Context: an optimization exercise on an open-source flow, tuned for small area, a short achievable clock period and few clock cycles. The choices shown serve that exercise and are no tape-out recipe. Function was checked by simulation only, so behaviour that the tests miss may differ from the original.

File: flow/config.mk
export PLATFORM = sky130hd
export DESIGN_NAME = md5_byte_stream_digest
export DESIGN_NICKNAME = md5_byte_stream_digest
export VERILOG_FILES = /design/flow/design.v
export SDC_FILE = /design/flow/constraint.sdc
export NUM_CORES = 4
export LEC_CHECK = 0
export CAP_MARGIN = 20
export CORE_MARGIN = 2
export CORE_UTILIZATION = 40
export SLEW_MARGIN = 20
File: flow/constraint.sdc
create_clock -name core_clock -period 10.0 [get_ports {clk}]
set_input_delay 2.0000 -clock core_clock [delete_from_list [all_inputs] [get_ports {clk}]]
set_output_delay 2.0000 -clock core_clock [all_outputs]
set_load 0.01 [all_outputs]
File: flow/design.v
package md5_pkg;
  localparam logic [31:0] INIT_A = 32'h67452301;
  localparam logic [31:0] INIT_B = 32'hefcdab89;
  localparam logic [31:0] INIT_C = 32'h98badcfe;
  localparam logic [31:0] INIT_D = 32'h10325476;
  localparam logic [7:0]  PAD_MARK = 8'h80;
  localparam int unsigned BLOCK_BYTES = 64;
  localparam int unsigned BLOCK_WORDS = 16;
  localparam int unsigned LEN_LIMIT = 55;
  localparam logic KIND_DATA = 1'b0;
  localparam logic KIND_FINISH = 1'b1;
  typedef enum logic [1:0] {
    ST_IDLE,
    ST_LOAD,
    ST_ROUND,
    ST_FOLD
  } md5_state_t;
  typedef struct packed {
    logic [6:0] len;
    logic       mark;
    logic       len_words;
  } blk_ctrl_t;
endpackage
import md5_pkg::*;
module md5_blkbuf (
  input  logic               clk,
  input  logic               we,
  input  logic [5:0]         waddr,
  input  logic [7:0]         wdata,
  input  logic [3:0]         raddr,
  input  md5_pkg::blk_ctrl_t ctrl,
  input  logic [63:0]        bit_len,
  output logic [31:0]        word
);
  logic [31:0] mem [BLOCK_WORDS];
  logic [31:0] rdata;
  logic [3:0]  rg;
  logic [6:0]  idx [4];
  logic [31:0] padded;
  always_ff @(posedge clk) begin
    if (we) begin
      mem[waddr[5:2]][8*waddr[1:0] +: 8] <= wdata;
    end
    rdata <= mem[raddr];
    rg <= raddr;
  end
  always_comb begin
    for (int i = 0; i < 4; i++) begin
      idx[i] = {1'b0, rg, 2'(i)};
      if (idx[i] < ctrl.len) begin
        padded[8*i +: 8] = rdata[8*i +: 8];
      end else if (ctrl.mark && idx[i] == ctrl.len) begin
        padded[8*i +: 8] = PAD_MARK;
      end else begin
        padded[8*i +: 8] = 8'h00;
      end
    end
    if (ctrl.len_words && rg == 4'd14) begin
      word = bit_len[31:0];
    end else if (ctrl.len_words && rg == 4'd15) begin
      word = bit_len[63:32];
    end else begin
      word = padded;
    end
  end
endmodule
import md5_pkg::*;
module md5_byte_stream_digest (
  input  logic        clk,
  input  logic        rst,
  input  logic        msg_valid,
  output logic        msg_ready,
  input  logic        msg_kind,
  input  logic [7:0]  msg_data_byte,
  output logic        digest_valid,
  input  logic        digest_ready,
  output logic [31:0] digest_word_a,
  output logic [31:0] digest_word_b,
  output logic [31:0] digest_word_c,
  output logic [31:0] digest_word_d
);
  function automatic logic [3:0] msg_index(input logic [5:0] r);
    logic [3:0] lo;
    lo = r[3:0];
    case (r[5:4])
      2'd0:    msg_index = lo;
      2'd1:    msg_index = lo * 4'd5 + 4'd1;
      2'd2:    msg_index = lo * 4'd3 + 4'd5;
      default: msg_index = lo * 4'd7;
    endcase
  endfunction
  function automatic logic [31:0] round_f(input logic [5:0] r, input logic [31:0] b,
                                          input logic [31:0] c, input logic [31:0] d);
    case (r[5:4])
      2'd0:    round_f = (b & c) | (~b & d);
      2'd1:    round_f = (b & d) | (c & ~d);
      2'd2:    round_f = b ^ c ^ d;
      default: round_f = c ^ (b | ~d);
    endcase
  endfunction
  function automatic logic [31:0] rotl32(input logic [31:0] v, input logic [4:0] n);
    logic [63:0] t;
    t = {v, v} << n;
    rotl32 = t[63:32];
  endfunction
  md5_pkg::md5_state_t state;
  md5_pkg::md5_state_t state_next;
  logic [5:0]  round;
  logic [31:0] chain_a, chain_b, chain_c, chain_d;
  logic [31:0] wa, wb, wc, wd;
  logic [5:0]  off;
  logic [63:0] byte_count;
  md5_pkg::blk_ctrl_t ctrl;
  logic        blk_final, blk_more;
  logic        out_valid;
  logic [31:0] dig_a, dig_b, dig_c, dig_d;
  logic        msg_acc;
  logic [3:0]  raddr;
  logic [31:0] word;
  logic [31:0] sum, new_b;
  logic [31:0] k_const;
  logic [4:0]  rot_n;
  logic [31:0] fa, fb, fc, fd;
  logic        slot_free;
  assign msg_ready = (state == ST_IDLE);
  assign msg_acc = msg_valid && msg_ready;
  assign raddr = (state == ST_ROUND) ? msg_index(round + 6'd1) : msg_index(6'd0);
  md5_blkbuf u_buf (
    .clk     (clk),
    .we      (msg_acc && msg_kind == KIND_DATA),
    .waddr   (off),
    .wdata   (msg_data_byte),
    .raddr   (raddr),
    .ctrl    (ctrl),
    .bit_len ({byte_count[60:0], 3'b000}),
    .word    (word)
  );
  always_comb begin
    case (round)
      6'd0:  k_const = 32'hd76aa478;  6'd1:  k_const = 32'he8c7b756;
      6'd2:  k_const = 32'h242070db;  6'd3:  k_const = 32'hc1bdceee;
      6'd4:  k_const = 32'hf57c0faf;  6'd5:  k_const = 32'h4787c62a;
      6'd6:  k_const = 32'ha8304613;  6'd7:  k_const = 32'hfd469501;
      6'd8:  k_const = 32'h698098d8;  6'd9:  k_const = 32'h8b44f7af;
      6'd10: k_const = 32'hffff5bb1;  6'd11: k_const = 32'h895cd7be;
      6'd12: k_const = 32'h6b901122;  6'd13: k_const = 32'hfd987193;
      6'd14: k_const = 32'ha679438e;  6'd15: k_const = 32'h49b40821;
      6'd16: k_const = 32'hf61e2562;  6'd17: k_const = 32'hc040b340;
      6'd18: k_const = 32'h265e5a51;  6'd19: k_const = 32'he9b6c7aa;
      6'd20: k_const = 32'hd62f105d;  6'd21: k_const = 32'h02441453;
      6'd22: k_const = 32'hd8a1e681;  6'd23: k_const = 32'he7d3fbc8;
      6'd24: k_const = 32'h21e1cde6;  6'd25: k_const = 32'hc33707d6;
      6'd26: k_const = 32'hf4d50d87;  6'd27: k_const = 32'h455a14ed;
      6'd28: k_const = 32'ha9e3e905;  6'd29: k_const = 32'hfcefa3f8;
      6'd30: k_const = 32'h676f02d9;  6'd31: k_const = 32'h8d2a4c8a;
      6'd32: k_const = 32'hfffa3942;  6'd33: k_const = 32'h8771f681;
      6'd34: k_const = 32'h6d9d6122;  6'd35: k_const = 32'hfde5380c;
      6'd36: k_const = 32'ha4beea44;  6'd37: k_const = 32'h4bdecfa9;
      6'd38: k_const = 32'hf6bb4b60;  6'd39: k_const = 32'hbebfbc70;
      6'd40: k_const = 32'h289b7ec6;  6'd41: k_const = 32'heaa127fa;
      6'd42: k_const = 32'hd4ef3085;  6'd43: k_const = 32'h04881d05;
      6'd44: k_const = 32'hd9d4d039;  6'd45: k_const = 32'he6db99e5;
      6'd46: k_const = 32'h1fa27cf8;  6'd47: k_const = 32'hc4ac5665;
      6'd48: k_const = 32'hf4292244;  6'd49: k_const = 32'h432aff97;
      6'd50: k_const = 32'hab9423a7;  6'd51: k_const = 32'hfc93a039;
      6'd52: k_const = 32'h655b59c3;  6'd53: k_const = 32'h8f0ccc92;
      6'd54: k_const = 32'hffeff47d;  6'd55: k_const = 32'h85845dd1;
      6'd56: k_const = 32'h6fa87e4f;  6'd57: k_const = 32'hfe2ce6e0;
      6'd58: k_const = 32'ha3014314;  6'd59: k_const = 32'h4e0811a1;
      6'd60: k_const = 32'hf7537e82;  6'd61: k_const = 32'hbd3af235;
      6'd62: k_const = 32'h2ad7d2bb;  default: k_const = 32'heb86d391;
    endcase
  end
  always_comb begin
    case ({round[5:4], round[1:0]})
      4'd0:    rot_n = 5'd7;
      4'd1:    rot_n = 5'd12;
      4'd2:    rot_n = 5'd17;
      4'd3:    rot_n = 5'd22;
      4'd4:    rot_n = 5'd5;
      4'd5:    rot_n = 5'd9;
      4'd6:    rot_n = 5'd14;
      4'd7:    rot_n = 5'd20;
      4'd8:    rot_n = 5'd4;
      4'd9:    rot_n = 5'd11;
      4'd10:   rot_n = 5'd16;
      4'd11:   rot_n = 5'd23;
      4'd12:   rot_n = 5'd6;
      4'd13:   rot_n = 5'd10;
      4'd14:   rot_n = 5'd15;
      default: rot_n = 5'd21;
    endcase
  end
  assign sum = round_f(round, wb, wc, wd) + wa + k_const + word;
  assign new_b = wb + rotl32(sum, rot_n);
  assign fa = chain_a + wa;
  assign fb = chain_b + wb;
  assign fc = chain_c + wc;
  assign fd = chain_d + wd;
  assign slot_free = !out_valid || digest_ready;
  assign digest_valid = out_valid;
  assign digest_word_a = dig_a;
  assign digest_word_b = dig_b;
  assign digest_word_c = dig_c;
  assign digest_word_d = dig_d;
  always_comb begin
    state_next = state;
    unique case (state)
      ST_IDLE: begin
        if (msg_acc && (msg_kind == KIND_FINISH || off == 6'd63)) begin
          state_next = ST_LOAD;
        end
      end
      ST_LOAD: state_next = ST_ROUND;
      ST_ROUND: begin
        if (round == 6'd63) begin
          state_next = ST_FOLD;
        end
      end
      ST_FOLD: begin
        if (blk_more) begin
          state_next = ST_LOAD;
        end else if (!blk_final || slot_free) begin
          state_next = ST_IDLE;
        end
      end
      default: state_next = ST_IDLE;
    endcase
  end
  always_ff @(posedge clk) begin
    if (rst) begin
      state <= ST_IDLE;
    end else begin
      state <= state_next;
    end
  end
  always_ff @(posedge clk) begin
    if (rst) begin
      round <= 6'd0;
      off <= 6'd0;
      byte_count <= 64'd0;
      chain_a <= INIT_A;
      chain_b <= INIT_B;
      chain_c <= INIT_C;
      chain_d <= INIT_D;
      out_valid <= 1'b0;
    end else begin
      if (out_valid && digest_ready && !(state == ST_FOLD && !blk_more && blk_final)) begin
        out_valid <= 1'b0;
      end
      if (msg_acc && msg_kind == KIND_DATA) begin
        off <= off + 6'd1;
        byte_count <= byte_count + 64'd1;
      end
      if (state == ST_LOAD) begin
        round <= 6'd0;
      end else if (state == ST_ROUND) begin
        round <= round + 6'd1;
      end
      if (state == ST_FOLD) begin
        if (blk_more || !blk_final) begin
          chain_a <= fa;
          chain_b <= fb;
          chain_c <= fc;
          chain_d <= fd;
        end else if (slot_free) begin
          out_valid <= 1'b1;
          chain_a <= INIT_A;
          chain_b <= INIT_B;
          chain_c <= INIT_C;
          chain_d <= INIT_D;
          off <= 6'd0;
          byte_count <= 64'd0;
        end
      end
    end
  end
  always_ff @(posedge clk) begin
    if (msg_acc) begin
      if (msg_kind == KIND_DATA) begin
        ctrl <= {7'(BLOCK_BYTES), 1'b0, 1'b0};   
        blk_final <= 1'b0;
        blk_more <= 1'b0;
      end else begin
        ctrl <= {{1'b0, off}, 1'b1, (off <= 6'(LEN_LIMIT))};   
        blk_final <= (off <= 6'(LEN_LIMIT));
        blk_more <= (off > 6'(LEN_LIMIT));
      end
    end
    if (state == ST_LOAD) begin
      wa <= chain_a;
      wb <= chain_b;
      wc <= chain_c;
      wd <= chain_d;
    end else if (state == ST_ROUND) begin
      wa <= wd;
      wd <= wc;
      wc <= wb;
      wb <= new_b;
    end
    if (state == ST_FOLD && blk_more) begin
      ctrl <= {7'd0, 1'b0, 1'b1};   
      blk_more <= 1'b0;
      blk_final <= 1'b1;
    end
    if (state == ST_FOLD && !blk_more && blk_final && slot_free) begin
      dig_a <= fa;
      dig_b <= fb;
      dig_c <= fc;
      dig_d <= fd;
    end
  end
endmodule
File: flow/run.sh
#!/bin/bash
# synth_recipe.tcl (not shown) runs the flow's synth.tcl, then flattens the netlist and writes it again
# the make line also repeats each setting of config.mk as NAME=value (left out here)
make -C /OpenROAD-flow-scripts/flow DESIGN_CONFIG=/design/flow/config.mk WORK_HOME=/design/flow/orfs CLKGATE_MAP_FILE= SYNTH_SCRIPT=/design/flow/synth_recipe.tcl finish
==> summary.txt <==
stage by stage:
step	setup WS, ns	util (%)	instance area (sq um)
finish	0.725	45.1	65600
global route	0.0189	45.1	65600
CTS	0.593	45.0	65600
detailed placement	0.693	42.5	61900
global placement	0.826	42.5	61900
floorplan	0.614	-	58700
layer usage:
layer	part of all wire [%]	up-vias	track usage (%)
met5	0.0075	-	0
met4	3.8	2	7.86
met3	5.9	288	3.27
met2	46	1456	35.8
met1	45	21014	30.9
li1	-	19864	-
cells by family after synthesis:
logic type / after synthesis
DFF: 1055
buffers and inverters: 552
xor gates and xnor gates: 284
muxes: 554
and+or+nand+nor: 1323
adders and majority gates: 292
AOI/OAI and AO/OA: 1234
registers in the layout, summed over array words and instances (netlist names), 6 cells and up:
name and flops:
byte_count 61, chain_a 32, chain_b 32, chain_c 32, chain_d 32, ctrl 9
dig_a 32, dig_b 32, dig_c 32, dig_d 32, k_const 32, off 6
round 6, u_buf.mem 512, u_buf.rdata 32, wa 32, wb 32, wc 32
wd 32
placed cells by master, fill, tap and decap left out, types with 30 or more instances in the layout:
cell type and count:
sky130_fd_sc_hd__edfxtp_1 768, sky130_fd_sc_hd__nor2_1 392, sky130_fd_sc_hd__mux2i_1 360, sky130_fd_sc_hd__a21oi_1 324, sky130_fd_sc_hd__nand2_1 318, sky130_fd_sc_hd__dfxtp_1 285, sky130_fd_sc_hd__o21ai_0 280, sky130_fd_sc_hd__inv_1 247
sky130_fd_sc_hd__ha_1 221, sky130_fd_sc_hd__nor3_1 165, sky130_fd_sc_hd__xor2_1 142, sky130_fd_sc_hd__clkdlybuf4s50_1 141, sky130_fd_sc_hd__xnor2_1 140, sky130_fd_sc_hd__nand3_1 125, sky130_fd_sc_hd__clkbuf_16 112, sky130_fd_sc_hd__mux2_2 110
sky130_fd_sc_hd__a21o_1 88, sky130_fd_sc_hd__mux4_2 83, sky130_fd_sc_hd__fa_1 67, sky130_fd_sc_hd__and3_1 62, sky130_fd_sc_hd__buf_4 60, sky130_fd_sc_hd__a221o_1 59, sky130_fd_sc_hd__a22oi_1 56, sky130_fd_sc_hd__a31oi_1 46
sky130_fd_sc_hd__o22ai_1 45, sky130_fd_sc_hd__nor3b_1 43, sky130_fd_sc_hd__o211ai_1 39, sky130_fd_sc_hd__a211oi_1 37, sky130_fd_sc_hd__or3_1 35, sky130_fd_sc_hd__nand4_1 35, sky130_fd_sc_hd__o311a_1 32, sky130_fd_sc_hd__o21a_1 30
worst max-delay path, delay by kind of cell (launching register included):
kind / cells / cell delay [ns]
compound gates: 19 / 4.40
fa+ha+maj: 7 / 2.62
simple gates: 4 / 0.65
xor+xnor: 2 / 0.49
flops: 1 / 0.36
buf+inv: 3 / 0.28
mux: 1 / 0.13
layout make-up:
class                           count  area [sq um]
Fill cell                       13431         79900
Timing Repair Buffer              206          1970
Tap cell                         1917          2400
Multi-Input combinational cell   3687         27800
Clock buffer                      142          2970
Inverter                          254           953
Sequential cell                  1055         28800
Antenna cell                        3          7.51
Clock inverter                     70           694
path summary, 6_finish.rpt:
path | endpoint | cells past startpoint | from | slack [ns]
setup / recovery | wb[28]$_DFFE_PP_ | 36 | ctrl[4]$_SDFFE_PP0P_ | 0.72
setup reg to reg | wb[28]$_DFFE_PP_ | 36 | ctrl[4]$_SDFFE_PP0P_ | 0.72
hold reg to reg | ctrl[5]$_SDFFE_PP0P_ | 2 | ctrl[5]$_SDFFE_PP0P_ | 0.45
hold / removal | ctrl[5]$_SDFFE_PP0P_ | 2 | ctrl[5]$_SDFFE_PP0P_ | 0.45
repair_timing:
action	4_1_cts	5_1_grt
hold endpoints to repair	0	0
gates resized for setup	0	4
setup buffers	0	2
endpoints found under the setup margin	0	6
==> summary.txt <==
The run finished with no timing, DRC or antenna violations. After detailed routing, the average wire length per cell comes to between 20 and 25 um. For this run, the slowest stage of the critical path takes 0.54 ns. The total via count after detailed routing came out at approximately 43000. Counting flops with an async set or reset pin after synthesis yields a share of 0%.

In this design, the critical path's most frequently occurring cell is sky130_fd_sc_hd__o21ai_0. The detail-routed via count per cell is 5.81. The count of hold-fix buffers inserted at cts is 0.

The post-detailed-routing wire length came out at approximately 170 mm. During I/O placement, the number of pins put on the boundary was roughly 140. The area overhead of the layout relative to synthesis is 11.9%.

The synthesized netlist occupies a cell area of about 0.059 sq mm. The number of buffers added by the clock tree synthesis step is approximately 110. The number of remaining DRC errors came out at 0. The count of antenna-violating nets left after detailed routing came out at 0.

The setup TNS came out at 0 ns. Yosys attributes the largest share of cell area to sky130_fd_sc_hd__edfxtp_1, sky130_fd_sc_hd__dfxtp_1, sky130_fd_sc_hd__mux2i_1, sky130_fd_sc_hd__ha_1, sky130_fd_sc_hd__mux4_2. The critical path capture point type is a register. The total of buffers placed on input and output ports came out at between 100 and 150. The clock tree from TritonCTS is yes. By count the netlist is led by sky130_fd_sc_hd__edfxtp_1, sky130_fd_sc_hd__nor2_1, sky130_fd_sc_hd__mux2i_1, sky130_fd_sc_hd__a21oi_1, sky130_fd_sc_hd__nand2_1. After the first detailed-routing iteration, the DRC count stood at ~3800. For the worst setup path, the data required time is about 10 ns. The total clock sinks came out at around 1100. The post-synthesis xor/xnor area fraction came out at around 4.3%. The clock-pin transition on the worst setup and hold timing paths is 0.06 ns. The full die area is about 0.15 sq mm. The maximum operating frequency came out at approximately 0.11 GHz. The portion of the post-synthesis area used by sequential elements came out at between 40% and 50%. STA classifies the critical path startpoint as a register.

Headroom to the max-slew limit came out at 21.7%. The class of the most critical setup path is register to register. The largest buffer count on any clock path is 3. Measured against the total synthesized area, the mux share comes to between 10% and 20%. The first global-routing pass estimated approximately 260 mm of wire. After technology mapping, the gate count stands at ~5300.

The count of flip-flops with a built-in enable after synthesis came out at 768. The die boundary width is slightly below 400 um. The data arrival time of the critical path is about 9.7 ns. The most used flip-flop cell after synthesis is sky130_fd_sc_hd__edfxtp_1. The arithmetic-cell share of the synthesized area counting full adders, half adders and majority gates is under 10%. The via count of the first global-routing pass is roughly 41000. The max-capacitance violation count is 0. The pin count of the biggest net entering global routing came out at ~130. The max-slew violation count came to 0. The post-layout net count is 5619.

In this run the standard cell core region covers between 0.1 and 0.15 sq mm. In the final layout, the share of cells above drive strength 1 is 8.83%. CTS placed an instance of sky130_fd_sc_hd__clkbuf_16 at the clock tree root. In the global route stage, overall resource usage came out at between 20 and 25%. The clock skew is around 0.068 ns. Of all cell types, the one taking the most synthesized area is sky130_fd_sc_hd__edfxtp_1.

The net count after synthesis is around 5600. Clock latency on the worst-skew pair, taken at its later pin, is ~0.76 ns. The share of the clock period used by the worst path after layout came out at slightly above 90%.

The number of antenna violations at the first check in global routing is 3. The count of cells in the finished layout, fillers not included, comes to approximately 7300. The CTS H-tree depth is 3. Setup repair after global routing left no endpoint under its margin.

The area share of the leading cell type in the synthesized netlist came out at a little under 40%. The unique cell type count in the Yosys netlist is between 90 and 100. Once placement completed, the tool counted placed cells totaling 7116. From bottom edge to top edge, the die measures a little under 400 um.

The min-delay analysis places its worst path in the category register to register. The tightest hold margin came out at ~0.45 ns. The number of endpoints with negative hold slack in the final report came out at 0. The weighted congestion reported at the end of routability-driven placement is a little over 0.9. The total overflow left after global routing is 0. The number of rows created at floorplan came out at 140. The synthesized area divided by synthesized cell count is between 10 and 15 sq um. The slowest stage cell on the critical path is sky130_fd_sc_hd__fa_1. The HPWL after detailed placement is roughly 120 mm.

The final critical path time including I/O delays and setup is 9.28 ns. In the post-synthesis netlist, the cell with the most instances is sky130_fd_sc_hd__edfxtp_1. After synthesis, the largest family of logic cells by area is compound AO/OA/AOI/OAI gates. The fraction of the mapped netlist area in compound gates came out at around 14%. The post-synthesis simple-gate area fraction is 10.7%. The maximum fanout along the worst path came out at 7.

The register bit count reported by yosys is roughly 1100. The starting density of the core came out at between 40% and 50%. Setup violations remaining at the end of the flow were counted as 0. The count of warnings emitted by yosys came out at 3. The measured slew at the worst slew-check pin came out at approximately 1.2 ns. The count of TritonRoute iterations in the first routing pass is 6.
Testbench counts, summed over its fixed seeds: cycles 55,468.

what the ideal ports hide:
The flow's constraints put no driver on any port. The routed layout listed below was extracted and timed again, unchanged, in two steps. Step 1: set_driving_cell puts a clkbuf_16 on clk and a buf_2 on each other input, an assumption about the parent block. Step 2 also shifts input and output timing later by t, the mid clock arrival at the registers, as if the neighbouring blocks saw the same clock. a / b / c = ideal ports / drivers / drivers and shift; a / b = the first two.
shift t [ns]: 0.809
setup slack, ns: 0.725 / 0.725 / 0.725
clock arrival spread, ns: 0.069 / 0.069
pins driven straight from the clock port: 1
After both steps setup and hold are still met in this run. For this run, drivers alone change the setup slack by 0.000 ns; drivers and shift together by 0.000 ns.
